What follows belongs to an exercise in optimizing a design on an open flow for small area, a short achievable clock period and few clock cycles per item; a production flow would make more cautious choices. Function was checked by simulation only, so behaviour that the tests miss may differ from the original. Power figures rest on the tool's default switching activity, not on a simulated workload.

==> quartz <==
## flight_interval_timer_core
module flight_interval_timer_core
#(
	parameter int HISTORY_DEPTH = fit_pkg::HISTORY_DEPTH_DEF,
	localparam int IW = $clog2(HISTORY_DEPTH),
	localparam int CW = $clog2(HISTORY_DEPTH + 1)
) (
	input  logic          clk,
	input  logic          arst_n,
	input  logic          in_valid,
	output logic          in_stall,
	input  logic [31:0]   raw_time_ms,
	input  logic          press_timer,
	input  logic          press_aux,
	input  logic [IW-1:0] read_index,
	output logic          out_valid,
	input  logic          out_stall,
	output logic [31:0]   corrected_time,
	output logic          running,
	output logic [CW-1:0] flight_total,
	output logic [CW-1:0] gap_total,
	output logic [CW-1:0] page_start,
	output logic [31:0]   round_begin,
	output logic [31:0]   recorded_ms,
	output logic [1:0]    recorded_kind,
	output logic          store_full,
	output logic [31:0]   read_flight_ms,
	input  logic          cfg_we,
	input  logic [1:0]    cfg_index,
	input  logic [31:0]   cfg_data
);
	localparam int TW = 32 + 2 + IW;
	fit_pkg::cfg_t cfg;
	logic          period_nz;
  ...
clock: 7.0 ns
lec_check: 0
cap_margin: 20
core_margin: 2
core_utilization: 65
cts_cluster_diameter: 100
cts_cluster_size: 25
setup_slack_margin: 4.0
slew_margin: 20
tns_end_percent: 5
standard.sh (not shown) runs the stock make flow with config.mk's settings and CLKGATE_MAP_FILE= SYNTH_SCRIPT=/design/flow/synth_recipe.tcl, a recipe that flattens the netlist after the stock synthesis.
==> flow/flow/run.sh <==
#!/bin/bash
# The standard flow (standard synthesis unchanged), with three layout changes:
# port buffers are buf_4 instead of the default pick (a slow delay cell),
# timing repair may resize cells across footprints, and clock tree synthesis
# adds no dummy loads. The make output goes to flow_make.log; each ORFS step
# keeps its own log under orfs/logs.
set -euo pipefail
bash standard.sh \
	MATCH_CELL_FOOTPRINT=0 \
	"BUFFER_PORTS_ARGS=-buffer_cell sky130_fd_sc_hd__buf_4" \
	"CTS_ARGS=-sink_clustering_enable -repair_clock_nets -sink_clustering_size 25 -sink_clustering_max_diameter 100 -dont_use_dummy_load" \
	finish > flow_make.log 2>&1
==> willow: changes against quartz <==
--- a/flow/design.v
+++ b/flow/design.v
@@ -196,13 +196,13 @@
 );
 	localparam logic [CW-1:0] DEPTH_C = CW'(HISTORY_DEPTH);
 	logic [31:0]   drift_q, ecorr_q, fpress_q, round_begin_q;
 	logic          running_q;
 	logic [CW-1:0] fcount_q, gcount_q, page_q;
 	logic          v1;
-	logic [31:0]   raw1, d1, rdp1;
+	logic [31:0]   raw1, d1, nr1, rdp1;
 	logic          pt1, pa1, tc1, tnc1, flag1;
 	logic [IW-1:0] idx1;
 	logic          out_valid_q;
 	logic [31:0]   now_q, rec_ms_q, rd_q;
 	fit_pkg::kind_t kind_q;
 	logic          full_q;
@@ -215,19 +215,19 @@
 	assign we   = adv1 && fl_we;
 	logic [31:0] an_s, an_c, ac_s, ac_c;
 	logic [33:0] xn, yn, xc, yc;
 	logic        tnc0, tc0;
 	assign an_s = raw0 ^ ecorr_q ^ np;
 	assign an_c = (raw0 & ecorr_q) | (raw0 & np) | (ecorr_q & np);
-	assign xn   = {2'b00, raw0} + {2'b00, ecorr_q} + 34'd1;
-	assign yn   = {2'b00, an_s} + {1'b0, an_c, 1'b1};
+	assign xn   = {2'b00, raw0} + {2'b00, ecorr_q};
+	assign yn   = {2'b00, an_s} + {1'b0, an_c, 1'b0};
 	assign tnc0 = xn[32] ^ yn[32];
 	assign ac_s = raw0 ^ d1 ^ np;
 	assign ac_c = (raw0 & d1) | (raw0 & np) | (d1 & np);
-	assign xc   = {2'b00, raw0} + {2'b00, d1} + 34'd1;
-	assign yc   = {2'b00, ac_s} + {1'b0, ac_c, 1'b1};
+	assign xc   = {2'b00, raw0} + {2'b00, d1};
+	assign yc   = {2'b00, ac_s} + {1'b0, ac_c, 1'b0};
 	assign tc0  = xc[32] ^ yc[32];
 	logic [31:0] mem_rdata, rdp0;
 	fit_history #(
 		.HISTORY_DEPTH (HISTORY_DEPTH)
 	) u_history (
 		.clk    (clk),
@@ -250,26 +250,27 @@
 			v1 <= 1'b0;
 		end
 	end
 	always_ff @(posedge clk) begin
 		if (mv0) begin
 			raw1  <= raw0;
-			d1    <= ~raw0 + step_ext;
+			d1    <= step_ext - raw0;
+			nr1   <= 32'd0 - raw0;
 			rdp1  <= rdp0;
 			pt1   <= pt0;
 			pa1   <= pa0;
 			idx1  <= idx0;
 			tc1   <= tc0;
 			tnc1  <= tnc0;
 			flag1 <= adv1 && corr;
 		end
 	end
 	logic [31:0] now;
 	assign corr = period_nz && (flag1 ? tc1 : tnc1);
 	assign now  = raw1 + drift_q;
-	assign span = raw1 + fpress_q + 32'd1;
+	assign span = raw1 + fpress_q;
 	logic          rb_zero, gp_we, running_n, full_n, round_set, aux_page;
 	logic [CW-1:0] fcount_n, gcount_n, fcount_i, page_mid, page_n;
 	logic [CW-1:0] plen, sub_a, sub_b, page_a, page_b;
 	logic          page_hit;
 	fit_pkg::kind_t kind_n;
 	assign rb_zero = (round_begin_q == 32'd0);
@@ -327,14 +328,14 @@
 			rd_n = rdp1;
 		end
 	end
 	always_ff @(posedge clk or negedge arst_n) begin
 		if (!arst_n) begin
 			drift_q       <= '0;
-			ecorr_q       <= '1;
-			fpress_q      <= '1;
+			ecorr_q       <= '0;
+			fpress_q      <= '0;
 			round_begin_q <= '0;
 			running_q     <= 1'b0;
 			fcount_q      <= '0;
 			gcount_q      <= '0;
 			page_q        <= '0;
 			out_valid_q   <= 1'b0;
@@ -347,13 +348,13 @@
 			if (adv1) begin
 				if (corr) begin
 					drift_q <= drift_q + step_ext;
 					ecorr_q <= d1;
 				end
 				if (pt1) begin
-					fpress_q <= corr ? d1 : ~raw1;
+					fpress_q <= corr ? d1 : nr1;
 				end else if (corr) begin
 					fpress_q <= fpress_q + step_ext;
 				end
 				if (round_set) begin
 					round_begin_q <= now;
 				end
==> flow/run.sh (new file) <==
#!/bin/bash
# synth_recipe.tcl (not shown) runs the flow's synth.tcl, then flattens the netlist and writes it again
# the make line also repeats each setting of config.mk as NAME=value (left out here)
make -C /OpenROAD-flow-scripts/flow DESIGN_CONFIG=/design/flow/config.mk WORK_HOME=/design/flow/orfs CLKGATE_MAP_FILE= SYNTH_SCRIPT=/design/flow/synth_recipe.tcl finish
CORE_UTILIZATION = 50   (was 65)
SETUP_SLACK_MARGIN = 3.8   (was 4.0)
removed: flow/flow/run.sh
removed: flow/standard.sh
==> notes.md <==
	willow	quartz
Result of the run	timing/DRC/antenna clean	timing/DRC/antenna clean
Seq/total area	53.6%	55.0%
Number of global-route vias before repair	70316	67857
Post-route cell area	108000 µm²	104000 µm²
#FFs+latches synth	2666	2635
Power in the clock group	8.17 mW	7.52 mW
Sum of internal, switching and leakage power	49.4 mW	48.2 mW
Sequential share of power	53.3%	54.0%
Power share of the combinational group	30.1%	30.4%
Area growth, synth to finish	13.8%	11.4%
Number of buffers added for setup after CTS	163	63
Multiplexer share of the synthesized area	1.93%	1.80%
Logic depth of the worst setup path including buffers	13	9
Testbench counts of quartz, summed over its fixed seeds: cycles 12,024, items 12,000.
Testbench counts of willow, summed over its fixed seeds: cycles 12,024, items 12,000.

[port drivers added, routing unchanged]
No port has a modelled driver above. Below, the same layouts with a new extraction and two added sets of constraints. Step 1 sets driving cells, clkbuf_16 on the clock port and buf_2 on the other inputs (assumed; they add their load-dependent delay and slew). Step 2 moves the port delays by t, midway between the first and last clock arrival at a register: inputs arrive t later, outputs are due t later. That takes back most of the time a late clock gives input paths. a / b / c = ideal / step 1 / step 2; a / b = the first two.
run	shift t [ns]	slack for setup (ns)	pins driven straight from the clock port
quartz	0.859	3.388 / 3.388 / 3.145	1
willow	0.916	3.528 / 3.489 / 3.332	1
After both steps setup and hold are still met in every run listed. For quartz, which loses most, drivers alone change the setup slack by 0.000 ns; drivers and shift together by -0.243 ns.
